Background: an optimization exercise with open tools, aiming at small area and a short achievable clock period. Do not read the settings as production practice. The RTL was checked by simulation tests, not by an equivalence proof against the original design. Power is estimated from default activity; no workload was simulated.

## rename_unit
module rename_unit (
    input  logic        clk,
    input  logic        rst,
    input  logic        rename_valid,
    input  logic [14:0] rename_req,      
    output logic        rename_stall,
    output logic        rsp_valid,
    output logic [23:0] rename_rsp,      
    input  logic        commit_valid,
    input  logic [10:0] commit           
);
    localparam int FW = $clog2(32);
    rename_pkg::rename_req_t req;
    rename_pkg::commit_t     cmt;
    assign req = rename_req;
    assign cmt = commit;
    logic [32-1:1][6-1:0] spec_map;   
    rename_pkg::preg_t  fl [32];
    logic               park_pend;       
    logic [FW:0]        free_cnt;        
    logic               free_nonempty;
    logic [FW-1:0]      fresh_cnt;       
    logic               fresh_done;      
    rename_pkg::preg_t  rsp_prd, rsp_old, rsp_prs1, rsp_prs2;
    logic [32-1:1] sel_rs1, sel_rs2, sel_rd;
    logic               rd_nz;
    logic               accept;
    logic               alloc, alloc_n;
    logic               release_valid;
    rename_pkg::preg_t  head;            
    map_decode dec_rs1 (.a(req.rs1), .sel(sel_rs1));
  ...
export LEC_CHECK = 0
export CAP_MARGIN = 20
export CORE_MARGIN = 2
export CORE_UTILIZATION = 50
export CTS_CLUSTER_DIAMETER = 70
export CTS_CLUSTER_SIZE = 24
export SETUP_SLACK_MARGIN = 2.0
export SLEW_MARGIN = 20
export SYNTH_HIERARCHICAL = 1
export SYNTH_MINIMUM_KEEP_SIZE = 0
create_clock -name core_clock -period 4.0 [get_ports {clk}]
standard.sh (not shown) runs the stock make flow with config.mk's settings and CLKGATE_MAP_FILE= SYNTH_SCRIPT=/design/flow/synth_recipe.tcl, a recipe that flattens the netlist after the stock synthesis.
==> flow/flow/run.sh <==
#!/bin/bash
# The standard layout, with the port buffers built from a plain buffer
# cell (buf_4) instead of the delay-type buffer buffer_ports picks by default
set -euo pipefail
export BUFFER_PORTS_ARGS="-buffer_cell sky130_fd_sc_hd__buf_4"
bash standard.sh > standard.log 2>&1
The baseline ran to the end with no violations.
Then changed:
--- a/flow/config.mk
+++ b/flow/config.mk
@@ -11,2 +10,0 @@
-export CTS_CLUSTER_DIAMETER = 70
-export CTS_CLUSTER_SIZE = 24
Via count went up by 0.51%.
Non-clock buffer count went down by 1.
Power went up by 15%.
Synthesized area is unchanged.
Worst setup slack gets worse by 0.0051 ns.
Synthesized cell count stays the same.

Setup of the baseline:
rename_unit, a different RTL version from the one above (not shown whole).
Size in the first run: ~420 flip-flops, roughly 56 I/O pins, roughly 16,000 um^2 of cells after synthesis.
Settings: LEC_CHECK=0, CAP_MARGIN=20, CORE_MARGIN=2, CORE_UTILIZATION=70, CTS_CLUSTER_DIAMETER=70, CTS_CLUSTER_SIZE=24, SETUP_SLACK_MARGIN=2.0, SLEW_MARGIN=20, SYNTH_HIERARCHICAL=1, SYNTH_MINIMUM_KEEP_SIZE=0; clock period 4.0 ns.
==> flow/flow/run.sh <==
#!/bin/bash
# The standard layout, with the port buffers built from a plain buffer
# cell (buf_4) instead of the delay-type buffer buffer_ports picks by
# default, and the response outputs' port buffers then shrunk to buf_1
# (flow/post_gp.tcl, run after global placement)
set -euo pipefail
export BUFFER_PORTS_ARGS="-buffer_cell sky130_fd_sc_hd__buf_4"
export POST_GLOBAL_PLACE_TCL="$PWD/flow/post_gp.tcl"
bash standard.sh > standard.log 2>&1
==> flow/flow/post_gp.tcl <==
# After global placement: the registered response outputs (rsp_valid,
# rename_rsp) have a full cycle of slack, so their port buffers are made
# from the smallest buffer; rename_stall, a combinational path from the
# inputs, keeps the buffer buffer_ports gave it.
foreach port [get_ports -filter "direction == output"] {
  if {[get_full_name $port] eq "rename_stall"} { continue }
  foreach pin [get_pins -of_objects [get_nets [get_full_name $port]] -filter "direction == output"] {
    replace_cell [get_cells -of_objects $pin] sky130_fd_sc_hd__buf_1
  }
}
> inputs changed (the baseline -> the candidate)
Settings: CORE_UTILIZATION: 70 -> 60.
Results
- Going from the baseline to the candidate, wire length shrinks by 8.6%.
- Compared to the baseline, the candidate has arrival time of data at the critical path endpoint 20 ps higher.
- When the candidate is set beside the baseline, its part of the cycle the worst path needs turns out to be 0.60 points larger.
- ~same clock latency at the later pin of the worst-skew pair in the candidate and the baseline
- Between the baseline and the candidate, count of clock-buffer cells in the layout increased.
- The run with more setup slack is the baseline; the candidate has less.
- Going from the baseline to the candidate, the total power was found to have gone up by 1.8%.

## re-timing with driven ports
The results above use ideal ports. As a check the final layouts listed here were re-extracted and re-timed, cells and wires unchanged. Step 1 (the two cells are an assumption about what drives the block):
set clk [get_ports {clk}]
set_driving_cell -lib_cell sky130_fd_sc_hd__clkbuf_16 $clk
set_driving_cell -lib_cell sky130_fd_sc_hd__buf_2 [delete_from_list [all_inputs] $clk]
Step 2 times the ports against the registers' clock, not the clock port: input delays grow and output delays shrink by t, the midpoint of the rising clock arrivals with the driver on. Three values: ideal ports, drivers, drivers and shift; two values: the first two.
run	t, ns	setup slack, ns	worst data-port slew with drivers (ns)
the first run of note 1	0.609	1.900 / 1.840 / 1.345	0.08
the second run of note 1	0.599	1.895 / 1.844 / 1.352	0.07
the baseline	0.592	1.914 / 1.852 / 1.348	0.08
the candidate	0.593	1.891 / 1.845 / 1.326	0.06
After both steps every run listed still meets setup and hold. For the baseline, which loses most, drivers alone change the setup slack by -0.062 ns; drivers and shift together by -0.566 ns.
